From an optimization exercise on the open Yosys and OpenROAD flow, aimed at a short achievable clock period and few clock cycles per item; shortcuts taken in it are not production practice. The RTL was checked by simulation tests, not by an equivalence proof against the original design. Power figures rest on the tool's default switching activity, not on a simulated workload.

## design.v

```verilog
`default_nettype none
package cache_pkg;
	localparam int NUM_SETS = 8;
	localparam int NUM_WAYS = 2;
	localparam int TAG_MSB = 15;
	localparam int TAG_LSB = 7;
	localparam int INDEX_MSB = 6;
	localparam int INDEX_LSB = 4;
	localparam int OFFSET_MSB = 3;
	localparam int OFFSET_LSB = 1;
	typedef logic [15:0] word_t;
	typedef logic [1:0] byte_en_t;
	typedef logic [TAG_MSB-TAG_LSB:0] tag_t;
	typedef logic [INDEX_MSB-INDEX_LSB:0] index_t;
	typedef logic [OFFSET_MSB-OFFSET_LSB:0] offset_t;
	typedef logic [127:0] line_t;
	typedef enum logic
	{
		client_fetch = 1'b0,
		client_data = 1'b1
	} client_t;
endpackage
`default_nettype wire
`timescale 1ns/1ps
`default_nettype none
module mem_subsystem (
	input wire logic clk,
	input wire logic rst_n,
	input wire logic if_req,
	input wire cache_pkg::word_t if_addr,
	output logic if_ack,
	output cache_pkg::word_t if_rdata,
	input wire logic dc_req,
	input wire logic dc_write,
	input wire cache_pkg::byte_en_t dc_byte_en,
	input wire cache_pkg::word_t dc_addr,
	input wire cache_pkg::word_t dc_wdata,
	output logic dc_ack,
	output cache_pkg::word_t dc_rdata,
	output logic pmem_req,
	output logic pmem_write,
	output cache_pkg::word_t pmem_addr,
	output cache_pkg::line_t pmem_wdata,
	input wire logic pmem_ack,
	input wire cache_pkg::line_t pmem_rdata
);
	localparam logic [1:0] PH_WB = 2'd0;
	localparam logic [1:0] PH_WB_REL = 2'd1;
	localparam logic [1:0] PH_REFILL = 2'd2;
	logic [1:0][7:0][8:0] tag_q;
	logic [1:0][7:0][7:0][15:0] line_q;
	logic [1:0][7:0] valid_q;
	logic [1:0][7:0] dirty_q;
	logic [7:0] lru_q;
	logic [7:0] avail_q;
	logic [7:0] set_vdirty;
	logic [7:0][8:0] set_vtag;
	logic [7:0][127:0] set_vline;
	logic [1:0] req;
	logic [1:0][15:0] addr;
	logic [1:0][8:0] tag;
	logic [1:0][2:0] set;
	logic [1:0][2:0] off;
	logic [1:0][7:0] set_oh;
	logic [1:0][7:0] off_oh;
	logic [1:0][1:0][7:0] match;
	logic [1:0][7:0] set_hit;
	logic [1:0][7:0] set_hit1;
	logic [1:0] hit;
	logic [1:0] hit_way;
	logic [1:0] miss;
	logic [1:0][1:0][15:0] way_word;
	logic [1:0][15:0] hit_word;
	logic [15:0] store_word;
	logic [1:0] vict;
	logic [1:0] vdirty;
	logic [1:0][8:0] vtag;
	logic [1:0][127:0] vline;
	logic [1:0] ack_q;
	logic [1:0][15:0] rdata_q;
	logic [1:0] active;
	logic [1:0] do_hit;
	logic [1:0] want_miss;
	logic [1:0] start;
	logic sel;
	logic mem_free;
	logic mem_busy;
	logic mem_owner;
	logic [1:0] mem_phase;
	logic [2:0] mem_set;
	logic [7:0] mem_set_oh;
	logic mem_way;
	logic [8:0] mem_tag;
	logic [2:0] mem_off;
	logic mem_wr;
	logic [1:0] mem_be;
	logic [15:0] mem_wdata;
	logic fill_done;
	logic [15:0] fill_word;
	logic [127:0] fill_line;
	logic pmem_req_q;
	logic pmem_write_q;
	logic [15:0] pmem_addr_q;
	logic [127:0] pmem_wdata_q;
	assign req = {dc_req, if_req};
	assign addr = {dc_addr, if_addr};
	for (genvar s = 0; s < 8; s++)
	begin : g_vict
		assign set_vdirty[s] = lru_q[s] ? dirty_q[1][s] : dirty_q[0][s];
		assign set_vtag[s] = lru_q[s] ? tag_q[1][s] : tag_q[0][s];
		assign set_vline[s] = lru_q[s] ? line_q[1][s] : line_q[0][s];
	end
	for (genvar c = 0; c < 2; c++)
	begin : g_client
		assign tag[c] = addr[c][15:7];
		assign set[c] = addr[c][6:4];
		assign off[c] = addr[c][3:1];
		assign set_oh[c] = 8'b1 << set[c];
		assign off_oh[c] = 8'b1 << off[c];
		for (genvar w = 0; w < 2; w++)
		begin : g_way
			for (genvar s = 0; s < 8; s++)
			begin : g_set
				assign match[c][w][s] = valid_q[w][s] && (tag_q[w][s] == tag[c]);
			end
		end
		assign set_hit[c] = set_oh[c] & avail_q & (match[c][0] | match[c][1]);
		assign set_hit1[c] = set_oh[c] & match[c][1];
		assign hit[c] = |set_hit[c];
		assign miss[c] = |(set_oh[c] & avail_q & ~(match[c][0] | match[c][1]));
		assign hit_way[c] = |set_hit1[c];
		always_comb
		begin
			way_word[c] = '0;
			vdirty[c] = 1'b0;
			vict[c] = 1'b0;
			vtag[c] = '0;
			vline[c] = '0;
			for (int s = 0; s < 8; s++)
			begin
				for (int o = 0; o < 8; o++)
					if (set_oh[c][s] && off_oh[c][o])
					begin
						way_word[c][0] = way_word[c][0] | line_q[0][s][o];
						way_word[c][1] = way_word[c][1] | line_q[1][s][o];
					end
				if (set_oh[c][s])
				begin
					vdirty[c] = vdirty[c] | set_vdirty[s];
					vict[c] = vict[c] | lru_q[s];
					vtag[c] = vtag[c] | set_vtag[s];
					vline[c] = vline[c] | set_vline[s];
				end
			end
		end
		assign hit_word[c] = hit_way[c] ? way_word[c][1] : way_word[c][0];
		assign active[c] = req[c] && !ack_q[c] && !(mem_busy && mem_owner == c);
		assign do_hit[c] = active[c] && hit[c];
		assign want_miss[c] = active[c] && miss[c];
	end
	always_comb
	begin
		store_word = hit_word[1];
		if (dc_write && dc_byte_en[0])
			store_word[7:0] = dc_wdata[7:0];
		if (dc_write && dc_byte_en[1])
			store_word[15:8] = dc_wdata[15:8];
	end
	assign mem_free = !mem_busy && !pmem_ack;
	assign start[0] = want_miss[0] && mem_free && !(active[1] && |(set_hit[1] & set_oh[0]));
	assign start[1] = want_miss[1] && mem_free && !want_miss[0] && !(active[0] && |(set_hit[0] & set_oh[1]));
	assign sel = !want_miss[0];
	assign fill_done = mem_busy && mem_phase == PH_REFILL && pmem_ack;
	always_comb
	begin
		fill_line = pmem_rdata;
		fill_word = pmem_rdata[mem_off*16 +: 16];
		if (mem_wr && mem_be[0])
			fill_word[7:0] = mem_wdata[7:0];
		if (mem_wr && mem_be[1])
			fill_word[15:8] = mem_wdata[15:8];
		fill_line[mem_off*16 +: 16] = fill_word;
	end
	always_ff @(posedge clk or negedge rst_n)
	begin
		if (!rst_n)
		begin
			mem_busy <= 1'b0;
			avail_q <= '1;
			pmem_req_q <= 1'b0;
			pmem_write_q <= 1'b0;
		end
		else if (!mem_busy)
		begin
			mem_busy <= |start;
			avail_q <= ~(start[0] ? set_oh[0] : start[1] ? set_oh[1] : 8'b0);
			pmem_req_q <= |start;
			pmem_write_q <= vdirty[sel];
		end
		else
		begin
			case (mem_phase)
				PH_WB:
				begin
					if (pmem_ack)
						pmem_req_q <= 1'b0;
				end
				PH_WB_REL:
				begin
					if (!pmem_ack)
					begin
						pmem_req_q <= 1'b1;
						pmem_write_q <= 1'b0;
					end
				end
				default:
				begin
					if (pmem_ack)
					begin
						pmem_req_q <= 1'b0;
						mem_busy <= 1'b0;
						avail_q <= '1;
					end
				end
			endcase
		end
	end
	always_ff @(posedge clk)
	begin
		if (!mem_busy)
		begin
			mem_owner <= sel;
			mem_phase <= vdirty[sel] ? PH_WB : PH_REFILL;
			mem_set <= set[sel];
			mem_set_oh <= set_oh[sel];
			mem_way <= vict[sel];
			mem_tag <= tag[sel];
			mem_off <= off[sel];
			mem_wr <= sel && dc_write;
			mem_be <= dc_byte_en;
			mem_wdata <= dc_wdata;
			pmem_wdata_q <= vline[sel];
			pmem_addr_q <= {vdirty[sel] ? vtag[sel] : tag[sel], set[sel], 4'b0000};
		end
		else
		begin
			case (mem_phase)
				PH_WB:
				begin
					if (pmem_ack)
						mem_phase <= PH_WB_REL;
				end
				PH_WB_REL:
				begin
					if (!pmem_ack)
					begin
						mem_phase <= PH_REFILL;
						pmem_addr_q <= {mem_tag, mem_set, 4'b0000};
					end
				end
				default:
				begin
				end
			endcase
		end
	end
	for (genvar c = 0; c < 2; c++)
	begin : g_ack
		always_ff @(posedge clk or negedge rst_n)
		begin
			if (!rst_n)
				ack_q[c] <= 1'b0;
			else if (ack_q[c])
				ack_q[c] <= req[c];
			else if (do_hit[c])
				ack_q[c] <= 1'b1;
			else if (fill_done && mem_owner == c)
				ack_q[c] <= req[c];
		end
		always_ff @(posedge clk)
		begin
			if (do_hit[c])
				rdata_q[c] <= (c == 1) ? store_word : hit_word[c];
			else if (fill_done && mem_owner == c)
				rdata_q[c] <= fill_word;
		end
	end
	for (genvar w = 0; w < 2; w++)
	begin : g_way_st
		for (genvar s = 0; s < 8; s++)
		begin : g_set_st
			logic fill_here;
			logic hit_here;
			logic store_here;
			logic lru_here;
			assign fill_here = fill_done && mem_way == w && mem_set_oh[s];
			if (w == 1)
				assign hit_here = match[1][1][s];
			else
				assign hit_here = match[1][0][s] && !match[1][1][s];
			assign store_here = active[1] && dc_write && set_oh[1][s] && avail_q[s] && hit_here;
			always_ff @(posedge clk)
			begin
				if (fill_here)
					tag_q[w][s] <= mem_tag;
			end
			for (genvar o = 0; o < 8; o++)
			begin : g_word
				for (genvar b = 0; b < 2; b++)
				begin : g_byte
					always_ff @(posedge clk)
					begin
						if (fill_here)
							line_q[w][s][o][b*8 +: 8] <= fill_line[o*16+b*8 +: 8];
						else if (store_here && off_oh[1][o] && dc_byte_en[b])
							line_q[w][s][o][b*8 +: 8] <= dc_wdata[b*8 +: 8];
					end
				end
			end
			always_ff @(posedge clk or negedge rst_n)
			begin
				if (!rst_n)
				begin
					valid_q[w][s] <= 1'b0;
					dirty_q[w][s] <= 1'b0;
				end
				else if (fill_here)
				begin
					valid_q[w][s] <= 1'b1;
					dirty_q[w][s] <= mem_wr;
				end
				else if (store_here)
					dirty_q[w][s] <= 1'b1;
			end
		end
	end
	for (genvar s = 0; s < 8; s++)
	begin : g_lru
		always_ff @(posedge clk or negedge rst_n)
		begin
			if (!rst_n)
				lru_q[s] <= 1'b0;
			else if (fill_done && mem_set_oh[s])
				lru_q[s] <= ~mem_way;
			else if (active[1] && set_hit[1][s])
				lru_q[s] <= ~set_hit1[1][s];
			else if (active[0] && set_hit[0][s])
				lru_q[s] <= ~set_hit1[0][s];
		end
	end
	assign pmem_req = pmem_req_q;
	assign pmem_write = pmem_write_q;
	assign pmem_addr = pmem_addr_q;
	assign pmem_wdata = pmem_wdata_q;
	assign if_ack = ack_q[0];
	assign dc_ack = ack_q[1];
	assign if_rdata = rdata_q[0];
	assign dc_rdata = rdata_q[1];
endmodule
`default_nettype wire
```

## run.sh

```bash
#!/bin/bash
# synth_recipe.tcl (not shown) runs the flow's synth.tcl, then flattens the netlist and writes it again
# the make line also repeats each setting of config.mk as NAME=value (left out here)
make -C /OpenROAD-flow-scripts/flow DESIGN_CONFIG=/design/flow/config.mk WORK_HOME=/design/flow/orfs CLKGATE_MAP_FILE= SYNTH_SCRIPT=/design/flow/synth_recipe.tcl finish
```

## constraint.sdc

```tcl
create_clock -name core_clock -period 7.5 [get_ports {clk}]
set_input_delay 1.5000 -clock core_clock [delete_from_list [all_inputs] [get_ports {clk}]]
set_output_delay 1.5000 -clock core_clock [all_outputs]
set_load 0.01 [all_outputs]
```

## config.mk

```make
export PLATFORM = sky130hd
export DESIGN_NAME = mem_subsystem
export DESIGN_NICKNAME = mem_subsystem
export VERILOG_FILES = /design/flow/design.v
export SDC_FILE = /design/flow/constraint.sdc
export NUM_CORES = 4
export LEC_CHECK = 0
export ABC_CLOCK_PERIOD_IN_PS = 3000
export CAP_MARGIN = 20
export CORE_MARGIN = 2
export CORE_UTILIZATION = 30
export SETUP_SLACK_MARGIN = 4.5
export SLEW_MARGIN = 20
```

==> out/metrics.csv, run 1 <==
stage;metric;value;unit
outcome;status;stopped before the end;
outcome;stop_stage;global routing (5_1_grt);
outcome;stop_error;[ERROR GRT-0228] Horizontal edge usage exceeds the maximum allowed. (21, 67) usage=65535 limit=3200;
synth;yosysWarnings;1;
synth;syn_area_per_cell;10.5;um^2
synth;ys_ff_latch;2463;
die;die_w;695;um
clock_tree;ctsLongestPathBuffers;4;
place;dpl.hpwl;1110;mm
die;fp.dieH;695;um
synth;syn_inst;13600;
place;place_congestion;1.19;
clock_tree;cts_sinks;2463;
synth;ys_types;71;
global_route;grt_max_degree;68;
synth;yosys-top-cells-area;edfxtp_1, a22oi_1, mux2i_1;
place;placedCellCount;20200;
synth;synth_edf_count;2410;
synth;syn_area;0.143;mm^2
place;io_buffers;357;
die;rows;253;
clock_tree;htree_levels;5;
synth;synth_largest_area_cell;edfxtp_1;
die;pin_count;364;
clock_tree;hold_buffers;0;
synth;ys.flop_type;edfxtp_1;
die;initial_core_util;0.302;
synth;async_flop_share;0.0215;
synth;yosysSeqAreaShare;0.514;
synth;yosysTopAreaCellShare;0.505;
clock_tree;clockRootBuffer;clkbuf_16;
clock_tree;cts_made_buffers;304;
[cells in the mapped netlist (233+ instances only)]
master	instances
clkbuf_1	1028
mux2i_1	1151
a21oi_1	2200
edfxtp_1	2410
nor4_1	252
nand4_1	351
a22oi_1	1881
o21ai_0	312
nand2_1	619
xnor2_1	233
nor2_1	629
o22ai_1	1107
[how the worst min path moves through the flow]
stage | from | to | slack [ns] | depth (start not counted)
after CTS | rst_n | pmem_req_q | 0.29 | 1
after detailed placement | valid_q[5] | valid_q[5] | 0.48 | 1
after global placement | valid_q[9] | valid_q[9] | 0.48 | 1
after floorplan | valid_q[3] | valid_q[3] | 0.46 | 1
[power by group through the flow]
| stage | Combinational (mW) | Clock [mW] | Sequential [mW] |
|---|---|---|---|
| 2_1_floorplan | 10.3 | 0 | 17.7 |
| 3_3_place_gp | 19.2 | 0 | 18.8 |
| 3_5_place_dp | 19.2 | 0 | 18.8 |
| 4_1_cts | 22.6 | 15.3 | 18.5 |
[stage by stage]
step / hold slack (ns) / total power [mW] / setup slack [ns] / cell area, um^2
floorplan: 0.456 / 28.0 / 3.62 / 161000
global placement: 0.483 / 38.0 / 0.681 / 174000
detailed placement: 0.480 / 38.1 / 0.774 / 175000
CTS: 0.290 / 56.4 / 3.82 / 210000
[cell families after synthesis]
logic type | after synthesis | share of synthesized area
AO/OA/AOI/OAI | 5872 | 0.258
adder cells (fa/ha/maj) | 7 | 0.000611
XOR/XNOR | 289 | 0.0177
flip-flops | 2463 | 0.514
other | 1 | 0.0000262
AND/OR/NAND/NOR | 2369 | 0.0820
buffers and inverters | 1432 | 0.0406
multiplexers | 1207 | 0.0873
[what timing repair did]
action	CTS
pin swaps	766
gates resized for setup	3546
gates cloned	130
hold endpoints to repair	0
buffers inserted	1144
endpoints found under the setup margin	4748
Testbench counts, summed over its fixed seeds: cycles 17,140, items 8,000.
==> run 2: changes to the inputs <==
--- a/design.v
+++ b/design.v
@@ -171,4 +171,12 @@
 	assign start[1] = want_miss[1] && mem_free && !want_miss[0] && !(active[0] && |(set_hit[0] & set_oh[1]));
 	assign sel = !want_miss[0];
+	assign mem_set = set[mem_owner];
+	assign mem_set_oh = set_oh[mem_owner];
+	assign mem_way = vict[mem_owner];
+	assign mem_tag = tag[mem_owner];
+	assign mem_off = off[mem_owner];
+	assign mem_wr = mem_owner && dc_write;
+	assign mem_be = dc_byte_en;
+	assign mem_wdata = dc_wdata;
 	assign fill_done = mem_busy && mem_phase == PH_REFILL && pmem_ack;
 	always_comb
@@ -232,14 +240,4 @@
 			mem_owner <= sel;
 			mem_phase <= vdirty[sel] ? PH_WB : PH_REFILL;
-			mem_set <= set[sel];
-			mem_set_oh <= set_oh[sel];
-			mem_way <= vict[sel];
-			mem_tag <= tag[sel];
-			mem_off <= off[sel];
-			mem_wr <= sel && dc_write;
-			mem_be <= dc_byte_en;
-			mem_wdata <= dc_wdata;
-			pmem_wdata_q <= vline[sel];
-			pmem_addr_q <= {vdirty[sel] ? vtag[sel] : tag[sel], set[sel], 4'b0000};
 		end
 		else
@@ -254,8 +252,5 @@
 				begin
 					if (!pmem_ack)
-					begin
 						mem_phase <= PH_REFILL;
-						pmem_addr_q <= {mem_tag, mem_set, 4'b0000};
-					end
 				end
 				default:
@@ -265,4 +260,19 @@
 		end
 	end
+	always_ff @(posedge clk or negedge rst_n)
+	begin
+		if (!rst_n)
+		begin
+			pmem_addr_q <= '0;
+			pmem_wdata_q <= '0;
+		end
+		else if (!mem_busy)
+		begin
+			pmem_wdata_q <= vline[sel];
+			pmem_addr_q <= {vdirty[sel] ? vtag[sel] : tag[sel], set[sel], 4'b0000};
+		end
+		else if (mem_phase == PH_WB_REL && !pmem_ack)
+			pmem_addr_q <= {mem_tag, mem_set, 4'b0000};
+	end
 	for (genvar c = 0; c < 2; c++)
 	begin : g_ack
@@ -278,10 +288,15 @@
 				ack_q[c] <= req[c];
 		end
-		always_ff @(posedge clk)
+		always_ff @(posedge clk or negedge rst_n)
 		begin
-			if (do_hit[c])
-				rdata_q[c] <= (c == 1) ? store_word : hit_word[c];
-			else if (fill_done && mem_owner == c)
-				rdata_q[c] <= fill_word;
+			if (!rst_n)
+				rdata_q[c] <= '0;
+			else if (!ack_q[c])
+			begin
+				if (mem_busy && mem_owner == c && mem_phase == PH_REFILL)
+					rdata_q[c] <= fill_word;
+				else
+					rdata_q[c] <= (c == 1) ? store_word : hit_word[c];
+			end
 		end
 	end
--- a/config.mk
+++ b/config.mk
@@ -9,5 +9,5 @@
 export CAP_MARGIN = 20
 export CORE_MARGIN = 2
-export CORE_UTILIZATION = 30
-export SETUP_SLACK_MARGIN = 4.5
+export CORE_UTILIZATION = 25
+export SETUP_SLACK_MARGIN = 4.0
 export SLEW_MARGIN = 20
==> run 2 against run 1 <==
  * The run again fails in global routing (5_1_grt)
  * Synthesized cell count increased by 3.0%
  * Area after synthesis increased by 0.58%
==> out/metrics.csv, run 2 <==
stage;metric;value;unit
outcome;stop_stage;global routing (5_1_grt);
synth;async_flop_share;0.0930;
synth;ys_types;77;
synth;syn_area_per_cell;10.3;um^2
synth;synth_edf_count;2195;
global_route;overflow;2;
synth;yosysTopAreaCellShare;0.457;
synth;ys.flop_type;edfxtp_1;
place;dpl.hpwl;1360;mm
synth;synthSimpleGateAreaFrac;0.0954;
clock_tree;cts_made_buffers;324;
synth;yosysMostFrequentCell;edfxtp_1;
die;initial_core_util;0.251;
synth;syn_inst;14100;
die;die_w;764;um
clock_tree;cts_sinks;2420;
place;place_congestion;1.13;
synth;synth_fa_ha_area_frac;0.000607;
clock_tree;clockRootBuffer;clkbuf_16;
synth;ys_ff_latch;2420;
outcome;status;stopped before the end;
synth;yosys-top-cells-area;edfxtp_1, a22oi_1, mux2i_1;
synth;synth_largest_area_cell;edfxtp_1;
place;place_ws;0.439;ns
die;pin_count;364;
synth;synth.cells.most_frequent;edfxtp_1, a21oi_1, a22oi_1, mux2i_1, o22ai_1;
synth;yosysWarnings;1;
synth;yosysSeqAreaShare;0.496;
outcome;stop_error;[ERROR GRT-0232] Routing congestion too high. Check the congestion heatmap in the GUI.;
synth;synth-xor-area-share;0.0176;
die;fp.dieH;764;um
synth;synth_top_family_by_area;compound AO/OA/AOI/OAI gates;
clock_tree;htree_levels;5;
clock_tree;ctsLongestPathBuffers;4;
synth;synthMuxAreaShare;0.0905;
synth;synth_compound_area_frac;0.257;
synth;syn_area;0.144;mm^2
place;io_buffers;357;
die;rows;278;
global_route;grt_max_degree;95;
global_route;gr-usage-all-layers;0.683;
[run 2: changes by cell type after synthesis, moves of 131 or more]
cell / change
nor2_1: -168
nand3_1: +158
edfxtp_1: -215
and3_1: +235
buf_2: +167
dfrtp_1: +172
a221o_1: -138
nor4_1: +131
[run 2: worst max-delay path by stage]
stage               cells after the start  slack, ns        from     endpoint
floorplan                              13       3.60  if_addr[1]  line_q[172]
global placement                       13       0.05  dc_addr[4]  rdata_q[26]
detailed placement                     14       0.44  if_addr[1]  rdata_q[12]
CTS                                    14       3.60  dc_addr[2]  rdata_q[18]
[run 2: power by group through the flow]
stage,Combinational (mW),Sequential [mW],Clock (mW)
after floorplan,8.00,16.4,0
after global placement,16.9,17.4,0
after detailed placement,16.8,17.4,0
after CTS,18.6,16.9,16.5
[run 2: cell families after synthesis]
family / after synthesis
buffers and inverters: 1509
xor gates and xnor gates: 289
adders and majority gates: 7
DFF: 2420
AOI/OAI and AO/OA: 5887
and+or+nand+nor: 2656
other: 1
muxes: 1285
[run 2: layer usage]
metal | GRT overflow | global-route usage
met5 | 0 | 0.265
met3 | 0 | 0.526
met2 | 0 | 0.829
met1 | 0 | 0.688
met4 | 2 | 0.703
[run 2: repair_timing]
action | 4_1_cts
pin swaps | 440
hold buffers | 0
buffers inserted | 855
gates resized for setup | 2032
gates cloned | 58
endpoints found under the setup margin | 4595
[run 2: stage by stage]
stage | instances | utilization | cell area, um^2 | power, mW
2_1_floorplan | 14100 | - | 156000 | 24.4
3_3_place_gp | 22100 | 0.306 | 176000 | 34.2
3_5_place_dp | 22100 | 0.307 | 176000 | 34.2
4_1_cts | 23600 | 0.358 | 205000 | 52.0
Testbench counts of run 2, summed over its fixed seeds: cycles 17,140, items 8,000.
==> run 3: changes to the inputs <==
--- a/config.mk
+++ b/config.mk
@@ -6,8 +6,8 @@
 export NUM_CORES = 4
 export LEC_CHECK = 0
-export ABC_CLOCK_PERIOD_IN_PS = 3000
 export CAP_MARGIN = 20
 export CORE_MARGIN = 2
-export CORE_UTILIZATION = 25
-export SETUP_SLACK_MARGIN = 4.0
+export CORE_UTILIZATION = 30
+export PLACE_DENSITY = 0.35
+export SETUP_SLACK_MARGIN = 3.8
 export SLEW_MARGIN = 20
==> run 3 against run 2 <==
  * The flow again stops in global routing (5_1_grt)
  * Area after synthesis stayed put
  * Synthesized cell count stayed put
==> out/metrics.csv, run 3 <==
stage;metric;value;unit
synth;synth_fa_ha_area_frac;0.000607;
synth;ys.flop_type;edfxtp_1;
synth;synth_top_family_by_area;compound AO/OA/AOI/OAI gates;
synth;yosysSeqAreaShare;0.496;
place;placedCellCount;20800;
die;die_w;697;um
place;io_buffers;357;
outcome;status;stopped before the end;
die;initial_core_util;0.301;
synth;async_flop_share;0.0930;
synth;syn_area_per_cell;10.3;um^2
die;rows;254;
synth;yosys-top-cells-area;edfxtp_1, a22oi_1, mux2i_1;
synth;yosysWarnings;1;
synth;synth_compound_area_frac;0.257;
synth;synth_edf_count;2195;
place;dpl.hpwl;1220;mm
synth;synth-xor-area-share;0.0176;
synth;yosysTopAreaCellShare;0.457;
synth;synth_largest_area_cell;edfxtp_1;
global_route;grt_max_degree;85;
clock_tree;clockRootBuffer;clkbuf_16;
outcome;stop_error;[ERROR GRT-0116] Global routing finished with congestion. Check the congestion regions in the DRC Viewer.;
synth;syn_inst;14100;
synth;ys_ff_latch;2420;
clock_tree;cts_made_buffers;316;
global_route;grt_pass1_wl;2400;mm
clock_tree;ctsLongestPathBuffers;4;
clock_tree;cts_sinks;2420;
global_route;gr-usage-all-layers;0.763;
synth;syn_area;0.144;mm^2
synth;yosysMostFrequentCell;edfxtp_1;
clock_tree;htree_levels;5;
synth;ys_types;77;
place;place_congestion;1.23;
place;place_ws;0.476;ns
die;pin_count;364;
synth;synth.cells.most_frequent;edfxtp_1, a21oi_1, a22oi_1, mux2i_1, o22ai_1;
synth;synthMuxAreaShare;0.0905;
outcome;stop_stage;global routing (5_1_grt);
global_route;overflow;259;
die;fp.dieH;697;um
global_route;grt_pass1_vias;186000;
synth;synthSimpleGateAreaFrac;0.0954;
==> run 3: what timing repair did <==
action / in CTS
cloned: 43
pin swaps: 381
setup endpoints to repair: 4498
gates resized for setup: 1495
hold buffers: 0
setup buffers: 821
==> run 3: worst max path at each step <==
stage | startpoint | end | slack, ns | depth (start not counted)
2_1_floorplan | dc_addr[1] | line_q[1416] | 3.60 | 6
3_3_place_gp | if_addr[5] | rdata_q[14] | -0.08 | 16
3_5_place_dp | dc_addr[1] | rdata_q[18] | 0.48 | 15
4_1_cts | if_addr[4] | rdata_q[13] | 3.44 | 18
==> run 3: power groups by stage <==
stage	Clock, mW	Sequential, mW	Combinational [mW]
4_1_cts	16.5	16.7	17.4
3_5_place_dp	0	17.1	15.9
3_3_place_gp	0	17.1	15.9
2_1_floorplan	0	16.4	7.34
==> run 3: kinds of logic after synthesis <==
| group | Yosys count |
|---|---|
| compound gates | 5887 |
| simple gates | 2656 |
| flops | 2420 |
| buf+inv | 1509 |
| mux | 1285 |
| xor+xnor | 289 |
| fa+ha+maj | 7 |
| other cells | 1 |
==> run 3: through the flow <==
stage          hold slack [ns]  cell area [um^2]
2_1_floorplan            0.456            150000
3_3_place_gp             0.477            169000
3_5_place_dp             0.474            170000
4_1_cts                  0.405            197000
==> run 3: per-layer routing <==
layer | track usage | overflow
met2 | 0.869 | 135
met1 | 0.781 | 1
met4 | 0.714 | 117
met3 | 0.668 | 5
met5 | 0.442 | 1
==> run 4: changes to the inputs <==
--- a/design.v
+++ b/design.v
@@ -70,11 +70,9 @@
 	logic [1:0] hit_way;
 	logic [1:0] miss;
+	logic [1:0][1:0][7:0][15:0] line_word;
 	logic [1:0][1:0][15:0] way_word;
 	logic [1:0][15:0] hit_word;
 	logic [15:0] store_word;
 	logic [1:0] vict;
-	logic [1:0] vdirty;
-	logic [1:0][8:0] vtag;
-	logic [1:0][127:0] vline;
 	logic [1:0] ack_q;
 	logic [1:0][15:0] rdata_q;
@@ -84,4 +82,11 @@
 	logic [1:0] start;
 	logic sel;
+	logic tok_q;
+	logic [8:0] sel_tag;
+	logic [2:0] sel_set;
+	logic [7:0] sel_set_oh;
+	logic sel_vdirty;
+	logic [8:0] sel_vtag;
+	logic [127:0] sel_vline;
 	logic mem_free;
 	logic mem_busy;
@@ -130,28 +135,13 @@
 		assign miss[c] = |(set_oh[c] & avail_q & ~(match[c][0] | match[c][1]));
 		assign hit_way[c] = |set_hit1[c];
-		always_comb
-		begin
-			way_word[c] = '0;
-			vdirty[c] = 1'b0;
-			vict[c] = 1'b0;
-			vtag[c] = '0;
-			vline[c] = '0;
-			for (int s = 0; s < 8; s++)
-			begin
-				for (int o = 0; o < 8; o++)
-					if (set_oh[c][s] && off_oh[c][o])
-					begin
-						way_word[c][0] = way_word[c][0] | line_q[0][s][o];
-						way_word[c][1] = way_word[c][1] | line_q[1][s][o];
-					end
-				if (set_oh[c][s])
-				begin
-					vdirty[c] = vdirty[c] | set_vdirty[s];
-					vict[c] = vict[c] | lru_q[s];
-					vtag[c] = vtag[c] | set_vtag[s];
-					vline[c] = vline[c] | set_vline[s];
-				end
+		for (genvar w = 0; w < 2; w++)
+		begin : g_rd
+			for (genvar s = 0; s < 8; s++)
+			begin : g_line
+				assign line_word[c][w][s] = line_q[w][s][off[c]];
 			end
+			assign way_word[c][w] = line_word[c][w][set[c]];
 		end
+		assign vict[c] = |(set_oh[c] & lru_q);
 		assign hit_word[c] = hit_way[c] ? way_word[c][1] : way_word[c][0];
 		assign active[c] = req[c] && !ack_q[c] && !(mem_busy && mem_owner == c);
@@ -168,7 +158,30 @@
 	end
 	assign mem_free = !mem_busy && !pmem_ack;
-	assign start[0] = want_miss[0] && mem_free && !(active[1] && |(set_hit[1] & set_oh[0]));
-	assign start[1] = want_miss[1] && mem_free && !want_miss[0] && !(active[0] && |(set_hit[0] & set_oh[1]));
-	assign sel = !want_miss[0];
+	assign sel = (active[0] && active[1]) ? tok_q : active[1];
+	assign start[0] = want_miss[0] && mem_free && !sel && !(active[1] && |(set_hit[1] & set_oh[0]));
+	assign start[1] = want_miss[1] && mem_free && sel && !(active[0] && |(set_hit[0] & set_oh[1]));
+	always_ff @(posedge clk or negedge rst_n)
+	begin
+		if (!rst_n)
+			tok_q <= 1'b0;
+		else
+			tok_q <= want_miss[1] && !want_miss[0];
+	end
+	assign sel_tag = tag[sel];
+	assign sel_set = set[sel];
+	assign sel_set_oh = set_oh[sel];
+	always_comb
+	begin
+		sel_vdirty = 1'b0;
+		sel_vtag = '0;
+		sel_vline = '0;
+		for (int s = 0; s < 8; s++)
+			if (sel_set_oh[s])
+			begin
+				sel_vdirty = sel_vdirty | set_vdirty[s];
+				sel_vtag = sel_vtag | set_vtag[s];
+				sel_vline = sel_vline | set_vline[s];
+			end
+	end
 	assign mem_set = set[mem_owner];
 	assign mem_set_oh = set_oh[mem_owner];
@@ -204,5 +217,5 @@
 			avail_q <= ~(start[0] ? set_oh[0] : start[1] ? set_oh[1] : 8'b0);
 			pmem_req_q <= |start;
-			pmem_write_q <= vdirty[sel];
+			pmem_write_q <= sel_vdirty;
 		end
 		else
@@ -239,5 +252,5 @@
 		begin
 			mem_owner <= sel;
-			mem_phase <= vdirty[sel] ? PH_WB : PH_REFILL;
+			mem_phase <= sel_vdirty ? PH_WB : PH_REFILL;
 		end
 		else
@@ -269,6 +282,6 @@
 		else if (!mem_busy)
 		begin
-			pmem_wdata_q <= vline[sel];
-			pmem_addr_q <= {vdirty[sel] ? vtag[sel] : tag[sel], set[sel], 4'b0000};
+			pmem_wdata_q <= sel_vline;
+			pmem_addr_q <= {sel_vdirty ? sel_vtag : sel_tag, sel_set, 4'b0000};
 		end
 		else if (mem_phase == PH_WB_REL && !pmem_ack)
==> run 4 against run 3 <==
  * The run now finishes clean
  * Area after synthesis is 1.8% higher
  * Synthesized cell count down 16%
==> out/metrics.csv, run 4 <==
stage;metric;value;unit
timing;worst_slew_pin_slew;1.29;ns
timing;setup_viol;0;
synth;syn_area;0.147;mm^2
layout;utilization;0.396;
synth;synth_largest_area_cell;edfxtp_1;
power_and_ir_drop;peakVddDrop;0.245;mV
die;fp.dieH;704;um
drt;drt-initial-drc-count;22000;
setup_path;cp_top_family;buffers and inverters;
die;core_area;0.487;mm^2
synth;async_flop_share;0.0933;
drt;wl_per_cell;56.9;um
global_route;gr-usage-all-layers;0.426;
job;max_cap_violations;0;
synth;ys_ff_latch;2421;
setup_path;slowest_stage;or3_2;
timing;grt_setup_unrepaired;true;
layout;final_common_cell;edfxtp_1;
clock_tree;cts_made_buffers;325;
synth;yosysTopAreaCellShare;0.449;
layout;syn_to_final_growth;31.2;%
synth;ys_types;86;
die;rows;256;
clock_tree;cts_sinks;2421;
drt;antenna_left;0;
place;io_buffers;357;
global_route;grt_pass1_wl;1360;mm
synth;yosys-top-cells-area;edfxtp_1, mux4_2, mux2i_1;
global_route;overflow;0;
global_route;antenna_found_initial;104;
setup_path;cp.arrival;5.15;ns
clock_tree;htree_levels;5;
synth;synth-xor-area-share;0.0172;
drt;vias;132000;
die;dieArea;0.495;mm^2
setup_path;crit_buf_inv;4;
setup_path;cpMostUsedCell;buf_4;
global_route;grt_max_degree;94;
setup_path;cp_cell_sequence;buf_4, buf_4, or3_2, buf_4, o2111ai_2, nor2_2, a22oi_2, buf_12, a221o_1;
worst_hold_path;hold_path.class;in -> async;
layout;drive_gt1_frac;0.369;
synth;ys.flop_type;edfxtp_1;
outcome;status;complete, no violations;
drt;via_per_inst;6.77;
synth;synth_top_family_by_area;multiplexers;
timing;post-route-period-util;0.570;
layout;top_regs;line_q (2048), tag_q (144), pmem_wdata_q (128);
place;place_congestion;0.996;
synth;yosysWarnings;1;
synth;synth_edf_count;2195;
timing;max_freq;0.234;GHz
timing;slew_viol_final;0;
layout;largest_reg_flops;2048;
layout;layout.nets;13000;
clock_tree;clkLatencyLatePin;1.04;ns
power_and_ir_drop;p_leak;64.3;nW
setup_path;r2r_slack;3.37;ns
power_and_ir_drop;power-per-cell-area;293;mW/mm^2
setup_path;max_stage_delay;1.03;ns
synth;syn_area_per_cell;12.4;um^2
layout;final_cell_mix;edfxtp_1, a21oi_1, mux2i_1;
synth;synth_fa_ha_area_frac;0.000596;
timing;hold_viol;0;
drt;dr.pass1.iters;7;
timing;clock_skew;0.0506;ns
synth;yosysMostFrequentCell;a21oi_1;
timing;layout_min_cycle_time;4.27;ns
drt;routed_wl;1110;mm
place;dpl.hpwl;774;mm
drt;drc;0;
synth;yosysSeqAreaShare;0.487;
synth;synthSimpleGateAreaFrac;0.0497;
setup_path;cp_max_fo;24;
layout;top_register;line_q;
setup_path;crit_type;in -> reg;
global_route;grt_pass1_vias;122000;
synth;synth_compound_area_frac;0.144;
timing;setup_tns;0;ns
die;die_w;704;um
layout;fillCellCount;46100;
clock_tree;ctsLongestPathBuffers;4;
synth;syn_inst;11800;
setup_path;cp.required;8.38;ns
clock_tree;clockRootBuffer;clkbuf_16;
die;initial_core_util;0.302;
die;pin_count;364;
clock_tree;tritoncts;done;
synth;synthMuxAreaShare;0.264;
setup_path;worst_setup_path_end_kind;flip-flop;
timing;relSlewSlack;0.138;
clock_tree;path_clk_slew;0.06;ns
synth;synth.cells.most_frequent;a21oi_1, edfxtp_1, mux2i_1, mux4_2, clkbuf_1;
setup_path;cp-start-kind;primary input;
run 4: cells by family (layout without fill, tap and decap cells):
family / count (synthesis) / in the layout
AOI/OAI and AO/OA: 3760 / 3760
muxes: 2531 / 2531
DFF: 2421 / 2421
and+or+nand+nor: 1527 / 1528
buffers and inverters: 1275 / 2518
xor gates and xnor gates: 289 / 289
adders and majority gates: 7 / 7
other: 1 / 57
run 4: cell type report:
| type | instances | area [um^2] | area share |
|---|---|---|---|
| antenna | 53 | 133 | 0.000688 |
| clock buffer | 424 | 8930 | 0.0463 |
| clock inverter | 168 | 1610 | 0.00834 |
| inverter | 29 | 430 | 0.00223 |
| multi-input combinational | 8119 | 79900 | 0.414 |
| sequential | 2421 | 71600 | 0.372 |
| tap | 6450 | 8070 | 0.0419 |
| timing repair buffer | 1885 | 21900 | 0.114 |
| timing repair inverter | 12 | 115 | 0.000597 |
run 4: final timing paths:
check	to	cells after the start	start
worst max-delay path	rdata_q[0]	9	if_addr[3]
worst min-delay path	pmem_wdata_q[27]	1	rst_n
worst max register to register	rdata_q[26]	16	tag_q[134]
worst min register to register	pmem_addr_q[14]	2	pmem_addr_q[14]
max in group asynchronous	rdata_q[1]	2	rst_n
min in group core_clock	pmem_addr_q[14]	2	pmem_addr_q[14]
run 4: what timing repair did:
action | 4_1_cts | 5_1_grt
endpoints found under the setup margin | 4479 | 2327
hold buffers | 0 | 0
gates resized for setup | 1293 | 678
pin swaps | 186 | 136
gates cloned | 54 | 48
buffers inserted | 312 | 177
run 4: routing by layer:
layer | global-route usage | routed length [um] | vias to the layer above
met4 | 0.329 | 109000 | 50
met1 | 0.528 | 406000 | 69700
met2 | 0.618 | 465000 | 10500
met5 | 0 | 485 | -
li1 | - | - | 49700
met3 | 0.134 | 133000 | 2459
run 4: stage by stage:
stage          setup WS (ns)  hold WS (ns)  cells  total power, mW  cell area, um^2
3_5_place_dp           0.517         0.481  18300             37.0           166000
5_1_grt                 3.29         0.506  19500             56.7           193000
2_1_floorplan           3.20         0.456  11800             25.5           152000
3_3_place_gp           0.459         0.488  18300             36.9           166000
4_1_cts                 3.40         0.473  19300             54.4           187000
6_report                3.23         0.460  19600             56.4           193000
run 4: power breakdown:
| group | internal (mW) | switching, mW |
|---|---|---|
| sequential | 15.7 | 0.980 |
| combinational | 7.50 | 16.1 |
| clock | 9.22 | 6.91 |
| total | 32.4 | 24.0 |
Testbench counts of run 4, summed over its fixed seeds: cycles 17,256, items 8,000.
==> run 5: changes to the inputs <==
--- a/design.v
+++ b/design.v
@@ -145,5 +145,6 @@
 		assign vict[c] = |(set_oh[c] & lru_q);
 		assign hit_word[c] = hit_way[c] ? way_word[c][1] : way_word[c][0];
-		assign active[c] = req[c] && !ack_q[c] && !(mem_busy && mem_owner == c);
+		assign active[c] = req[c] && !ack_q[c] && !mem_busy && !ack_q[1-c]
+			&& (c == 1 || !dc_req);
 		assign do_hit[c] = active[c] && hit[c];
 		assign want_miss[c] = active[c] && miss[c];
==> run 5 against run 4 <==
  * Via count rose by 2.3%
  * Largest power group unchanged
  * Clock power increased by 2%
  * Highest routed layer unchanged
  * Maximum frequency shrank 5.2%
==> out/metrics.csv, run 5 <==
stage;metric;value;unit
synth;synthMuxAreaShare;0.271;
setup_path;cp_top_family;buffers and inverters;
place;dpl.hpwl;835;mm
synth;ys_types;76;
timing;hold_ws;0.396;ns
power_and_ir_drop;p_int;31.2;mW
synth;ys_ff_latch;2420;
drt;drc;0;
layout;largest_reg_flops;2048;
setup_path;r2r_slack;3.22;ns
timing;clock_skew;0.0589;ns
drt;vias;135000;
timing;max_freq;0.222;GHz
timing;worst_slew_pin_slew;1.37;ns
drt;wl_per_cell;60.1;um
synth;syn_area;0.146;mm^2
synth;yosysTopAreaCellShare;0.452;
timing;setup_tns;0;ns
synth;yosysSeqAreaShare;0.491;
setup_path;cp.required;8.39;ns
setup_path;cpMostUsedCell;buf_4;
synth;syn_inst;11700;
global_route;antenna_found_initial;160;
power_and_ir_drop;peakVddDrop;0.251;mV
clock_tree;ctsLongestPathBuffers;4;
setup_path;cp.arrival;5.40;ns
synth;yosys-top-cells-area;edfxtp_1, mux4_2, mux2i_1;
timing;relSlewSlack;0.0763;
timing;grt_setup_unrepaired;true;
synth;async_flop_share;0.0930;
setup_path;ff2ff_path_depth;14;
power_and_ir_drop;power-per-cell-area;265;mW/mm^2
clock_tree;hold_buffers;0;
global_route;grt_pass1_wl;1440;mm
clock_tree;clkLatencyLatePin;1.06;ns
synth;yosysMostFrequentCell;a21oi_1;
setup_path;cp_max_fo;9;
timing;setup_viol;0;
synth;synth_compound_area_frac;0.137;
worst_hold_path;hold_path.class;in -> async;
global_route;grt_max_degree;114;
power_and_ir_drop;p_seq_frac;0.320;
drt;antenna_left;0;
die;dieArea;0.492;mm^2
layout;top_regs;line_q (2048), tag_q (144), pmem_wdata_q (128);
job;max_cap_violations;0;
power_and_ir_drop;pwr-share-clk;0.319;
drt;via_per_inst;6.89;
timing;layout_min_cycle_time;4.51;ns
setup_path;r2r_start;mem_owner;
clock_tree;cts_sinks;2420;
place;place_congestion;1.03;
clock_tree;tritoncts;done;
synth;synth_fa_ha_area_frac;0.000601;
place;io_buffers;357;
die;pin_count;364;
die;die_w;701;um
setup_path;worst_setup_path_end_kind;flip-flop;
setup_path;r2r-end;rdata_q[15];
clock_tree;path_clk_slew;0.06;ns
clock_tree;htree_levels;5;
clock_tree;cts_made_buffers;322;
synth;synth.cells.most_frequent;a21oi_1, edfxtp_1, mux2i_1, mux4_2, clkbuf_1;
layout;drive_gt1_frac;0.436;
layout;final_common_cell;edfxtp_1;
setup_path;max_stage_delay;0.58;ns
setup_path;crit_type;in -> reg;
timing;slew_viol_final;0;
die;rows;256;
power_and_ir_drop;p_switching;20.7;mW
synth;synth-xor-area-share;0.0172;
layout;top_register;line_q;
setup_path;crit_buf_inv;7;
global_route;grt_pass1_vias;125000;
power_and_ir_drop;comb_power_share;0.361;
timing;hold_viol;0;
synth;syn_area_per_cell;12.5;um^2
global_route;overflow;0;
drt;dr.pass1.iters;10;
timing;post-route-period-util;0.601;
synth;synth_largest_area_cell;edfxtp_1;
die;core_area;0.485;mm^2
power_and_ir_drop;p_sw_frac;0.399;
synth;yosysWarnings;1;
layout;final_cell_mix;edfxtp_1, mux2i_1, a21oi_2;
clock_tree;clockRootBuffer;clkbuf_16;
synth;synth_top_family_by_area;multiplexers;
setup_path;cp-start-kind;primary input;
drt;drt-initial-drc-count;23100;
synth;ys.flop_type;edfxtp_1;
global_route;gr-usage-all-layers;0.460;
setup_path;cp_cell_sequence;buf_16, buf_4, buf_4, xnor2_1, and4_1, and4b_4, a2111oi_4, buf_6, nand2_8, buf_12, buf_12, mux4_2, mux2i_1, mux2i_1, o211ai_1, buf_4, o211ai_1;
layout;fillCellCount;45600;
die;initial_core_util;0.301;
outcome;status;complete, no violations;
layout;syn_to_final_growth;34.3;%
synth;synth_edf_count;2195;
layout;layout.nets;13000;
power_and_ir_drop;p_leak;64.2;nW
die;fp.dieH;701;um
synth;synthSimpleGateAreaFrac;0.0487;
drt;routed_wl;1180;mm
setup_path;slowest_stage;mux4_2;
## run 5: worst max-delay path by stage
| stage | slack (ns) | from | end | cells after the start |
|---|---|---|---|---|
| after global placement | 0.55 | if_addr[15] | rdata_q[8] | 14 |
| after detailed placement | 0.55 | if_addr[15] | rdata_q[15] | 13 |
| after CTS | 3.16 | if_addr[7] | rdata_q[8] | 17 |
| after floorplan | 3.31 | if_addr[15] | rdata_q[10] | 11 |
| after global routing | 3.02 | if_addr[7] | rdata_q[8] | 19 |
| final | 2.99 | if_addr[12] | rdata_q[8] | 17 |
## run 5: per-layer routing
metal / up-vias / track usage / share of wire
met1: 71300 / 0.532 / 0.35
met3: 3270 / 0.132 / 0.11
met4: 32 / 0.470 / 0.13
li1: 49400 / - / -
met2: 11400 / 0.668 / 0.42
met5: - / 0.00892 / 0.00046
## run 5: final cells by class
type,count,area [um^2],share of cell area
Inverter,36,439,0.00224
Clock inverter,201,2220,0.0114
Timing Repair Buffer,2024,22800,0.116
Multi-Input combinational cell,7990,81600,0.417
Clock buffer,393,8590,0.0439
Sequential cell,2420,71600,0.366
Timing Repair inverter,12,118,0.000601
Tap cell,6450,8070,0.0412
Antenna cell,138,345,0.00176
## run 5: repair_timing
action	CTS	global route
endpoints found under the setup margin	4472	1890
buffers inserted	314	193
pin swaps	145	142
gates resized for setup	883	530
cloned	49	24
## run 5: logic make-up after synthesis
logic type               count (synthesis)
other                                    1
adder cells (fa/ha/maj)                  7
multiplexers                          2539
flip-flops                            2420
AO/OA/AOI/OAI                         3618
XOR/XNOR                               286
AND/OR/NAND/NOR                       1532
buffers and inverters                 1254
## run 5: power by group through the flow
stage	sequential, mW	clock, mW	combinational (mW)
global placement	16.8	0	16.2
floorplan	16.3	0	8.04
global route	16.6	17.0	18.5
finish	16.6	16.5	18.7
detailed placement	16.9	0	16.3
CTS	16.6	16.5	17.1
## run 5: stage by stage
stage	util	std cells	worst slack [ns]	total power [mW]	cell area, um^2
2_1_floorplan	-	11700	3.31	24.3	157000
3_3_place_gp	0.352	18300	0.547	33.1	171000
3_5_place_dp	0.352	18400	0.549	33.1	171000
4_1_cts	0.391	19300	3.16	50.3	190000
5_1_grt	0.403	19600	3.02	52.0	196000
6_report	0.403	19700	2.99	51.9	196000
Testbench counts of run 5, summed over its fixed seeds: cycles 27,899, items 8,000.
==> run 6: changes to the inputs <==
--- a/design.v
+++ b/design.v
@@ -71,5 +71,5 @@
 	logic [1:0] miss;
 	logic [1:0][1:0][7:0][15:0] line_word;
-	logic [1:0][1:0][15:0] way_word;
+	logic [1:0][7:0][15:0] set_word;
 	logic [1:0][15:0] hit_word;
 	logic [15:0] store_word;
@@ -141,10 +141,12 @@
 				assign line_word[c][w][s] = line_q[w][s][off[c]];
 			end
-			assign way_word[c][w] = line_word[c][w][set[c]];
+		end
+		for (genvar s = 0; s < 8; s++)
+		begin : g_set_word
+			assign set_word[c][s] = match[c][1][s] ? line_word[c][1][s] : line_word[c][0][s];
 		end
 		assign vict[c] = |(set_oh[c] & lru_q);
-		assign hit_word[c] = hit_way[c] ? way_word[c][1] : way_word[c][0];
-		assign active[c] = req[c] && !ack_q[c] && !mem_busy && !ack_q[1-c]
-			&& (c == 1 || !dc_req);
+		assign hit_word[c] = set_word[c][set[c]];
+		assign active[c] = req[c] && !ack_q[c] && !(mem_busy && mem_owner == c);
 		assign do_hit[c] = active[c] && hit[c];
 		assign want_miss[c] = active[c] && miss[c];
--- a/config.mk
+++ b/config.mk
@@ -9,5 +9,5 @@
 export CORE_MARGIN = 2
 export CORE_UTILIZATION = 30
-export PLACE_DENSITY = 0.35
+export PLACE_DENSITY = 0.45
 export SETUP_SLACK_MARGIN = 3.8
 export SLEW_MARGIN = 20
==> run 6 against run 5 <==
  * Total power grew 3.7%
  * Critical endpoint is now rdata_q[15]
  * Largest cell class unchanged
  * Clock power shrank 4%
  * Worst hold slack gained 0.087 ns
  * Register-to-register slack gained 0.42 ns
  * Wire length shrank 14%
  * Flip-flop and latch count grew 1
  * Non-clock buffer count shrank 299
  * Die area grew 1.2%
  * Final area shrank 3.4%
  * First-iteration DRC count grew 5.4%
==> out/metrics.csv, run 6 <==
stage;metric;value;unit
power_and_ir_drop;peakVddDrop;0.206;mV
drt;drt-initial-drc-count;24300;
power_and_ir_drop;power;53.8;mW
clock_tree;ctsLongestPathBuffers;4;
drt;wl_per_cell;50.2;um
timing;post-route-period-util;0.519;
timing;hold_viol;0;
timing;grt_setup_unrepaired;true;
setup_path;cp-start-kind;primary input;
synth;yosysWarnings;1;
die;die_w;706;um
synth;synth_edf_count;2195;
setup_path;cp.required;8.37;ns
layout;drive_gt1_frac;0.318;
clock_tree;hold_buffers;0;
layout;top_regs;line_q (2048), tag_q (144), pmem_wdata_q (128);
setup_path;worst_setup_path_end_kind;flip-flop;
die;dieArea;0.498;mm^2
synth;async_flop_share;0.0933;
die;pin_count;364;
clock_tree;htree_levels;5;
die;core_area;0.490;mm^2
drt;drc;0;
drt;antenna_left;0;
place;place_congestion;1.06;
synth;yosysTopAreaCellShare;0.446;
timing;layout_min_cycle_time;3.89;ns
layout;syn_to_final_growth;28.1;%
power_and_ir_drop;power-per-cell-area;284;mW/mm^2
drt;dr.pass1.iters;8;
die;rows;257;
timing;slew_viol_final;0;
timing;max_freq;0.257;GHz
clock_tree;path_clk_slew;0.06;ns
layout;final_cell_mix;edfxtp_1, a21oi_1, mux2i_1;
timing;relSlewSlack;0.194;
layout;final_common_cell;edfxtp_1;
synth;ys_types;96;
place;io_buffers;357;
synth;synth.cells.most_frequent;a21oi_1, edfxtp_1, mux2i_1, nand2_1, mux4_2;
timing;setup_tns;0;ns
synth;syn_area;0.148;mm^2
worst_hold_path;hold_path.class;reg -> reg;
global_route;antenna_found_initial;114;
layout;layout.nets;13600;
global_route;gr-usage-all-layers;0.386;
power_and_ir_drop;p_leak;61.5;nW
timing;worst_slew_pin_slew;1.21;ns
synth;ys_ff_latch;2421;
die;fp.dieH;706;um
die;initial_core_util;0.301;
global_route;grt_max_degree;168;
global_route;grt_pass1_wl;1280;mm
global_route;grt_pass1_vias;126000;
setup_path;cp.arrival;4.76;ns
synth;yosysSeqAreaShare;0.485;
synth;yosys-top-cells-area;edfxtp_1, mux4_2, mux2i_1;
drt;routed_wl;1020;mm
global_route;overflow;0;
timing;clock_skew;0.0893;ns
synth;ys.flop_type;edfxtp_1;
clock_tree;cts_sinks;2421;
clock_tree;clockRootBuffer;clkbuf_16;
timing;setup_viol;0;
setup_path;cp_max_fo;12;
synth;yosysMostFrequentCell;a21oi_1;
layout;largest_reg_flops;2048;
outcome;status;complete, no violations;
drt;vias;138000;
layout;top_register;line_q;
clock_tree;clkLatencyLatePin;1.03;ns
setup_path;crit_type;in -> reg;
job;max_cap_violations;0;
drt;via_per_inst;6.82;
place;dpl.hpwl;732;mm
clock_tree;cts_made_buffers;309;
clock_tree;tritoncts;done;
synth;syn_area_per_cell;11.7;um^2
synth;syn_inst;12700;
synth;synth_largest_area_cell;edfxtp_1;
run 6: cell types whose count changed after synthesis, moves of 68 or more:
| cell | change |
|---|---|
| a21oi_1 | -76 |
| a22oi_2 | +71 |
| a31oi_1 | +90 |
| buf_2 | +178 |
| clkbuf_1 | -185 |
| mux4_2 | -302 |
| nand2_1 | +526 |
| nand3_1 | +251 |
| nand4_1 | +68 |
run 6: what timing repair did:
item                       in CTS  in global routing
resized for setup             940                453
pin swaps                     144                109
setup endpoints to repair    4512               2554
buffers inserted              267                175
gates cloned                   42                 24
run 6: per-layer routing:
metal	up-vias	routed length, um	GRT usage
met5	-	807	0
met2	12700	409000	0.542
met1	71000	366000	0.479
li1	51700	-	-
met4	54	84200	0.249
met3	2666	155000	0.172
run 6: layout make-up:
cell class	instances	area, um^2
clock buffer	406	8550
antenna	86	215
fill	47000	301000
clock inverter	159	1780
inverter	31	383
timing repair inverter	4	35.0
sequential	2421	71700
multi-input combinational	8941	78400
timing repair buffer	1725	19900
tap	6475	8100
run 6: worst max-delay path: stages:
cell	delay, ns
buf_12	0.16
buf_12	0.18
xnor2_2	0.11
nand4_1	0.17
nor3_4	0.25
buf_6	0.13
buf_12	0.18
buf_6	0.13
mux4_2	0.48
a32o_1	0.23
a21oi_2	0.13
buf_6	0.18
nand4_1	0.36
nor2_2	0.26
buf_6	0.19
o21ai_2	0.06
run 6: logic make-up (layout without fill, tap and decap cells):
family | Yosys count | count (layout) | synth area share
other | 1 | 90 | 0.0000254
AO/OA/AOI/OAI | 3878 | 3879 | 0.153
AND/OR/NAND/NOR | 2435 | 2435 | 0.0756
XOR/XNOR | 289 | 289 | 0.0171
flip-flops | 2421 | 2421 | 0.485
multiplexers | 2326 | 2326 | 0.228
buffers and inverters | 1311 | 2325 | 0.0402
adder cells (fa/ha/maj) | 8 | 8 | 0.000661
run 6: per-stage QoR:
step | utilization | worst slack, ns | instance area, um^2 | hold slack, ns | instances
finish | 0.386 | 3.61 | 189000 | 0.483 | 20200
global route | 0.386 | 3.62 | 189000 | 0.536 | 20200
CTS | 0.377 | 3.56 | 185000 | 0.485 | 20000
detailed placement | 0.339 | 0.976 | 166000 | 0.472 | 19100
global placement | 0.339 | 0.980 | 166000 | 0.467 | 19100
floorplan | - | 3.31 | 153000 | 0.448 | 12700
run 6: power by group:
part	total [mW]	internal (mW)	switching, mW
Sequential	17.0	15.7	1.27
Combinational	20.9	6.57	14.4
Clock	15.9	9.20	6.67
Total	53.8	31.5	22.3
run 6: final timing paths:
kind                           startpoint                to  slack [ns]  cells past startpoint
setup / recovery               if_addr[9]       rdata_q[15]        3.61                     16
hold / removal             pmem_addr_q[4]    pmem_addr_q[4]        0.48                      2
setup reg to reg                 lru_q[3]  pmem_wdata_q[99]        3.64                      7
hold reg to reg            pmem_addr_q[4]    pmem_addr_q[4]        0.48                      2
max in group asynchronous           rst_n        rdata_q[1]        5.53                      2
min in group asynchronous           rst_n  pmem_wdata_q[24]        0.54                      1
Testbench counts of run 6, summed over its fixed seeds: cycles 17,256, items 8,000.

==> separate check: timing with driven ports <==
No port has a modelled driver above. Below, the same layouts with a new extraction and two added sets of constraints. Step 1: set_driving_cell puts a clkbuf_16 on clk and a buf_2 on each other input, an assumption about the parent block. Step 2 adds t to the input delays and takes it off the output delays; t is the mean of the earliest and latest rising clock arrival at the registers after step 1. Input paths then give back, and output paths get back, about the clock's delay inside the block. a / b / c = ideal ports / drivers / drivers and shift; a / b = the first two.
run	t (ns)	slack for setup (ns)	worst setup path after step 2
run 4	1.143	3.228 / 3.131 / 1.988	input to register
run 5	1.171	2.994 / 3.052 / 1.881	input to register
run 6	1.115	3.611 / 3.440 / 2.325	input to register
After both steps setup and hold are still met in every run listed. The setup slack of run 6, which loses most, moves by -0.171 ns with the drivers and by -1.286 ns with both steps.
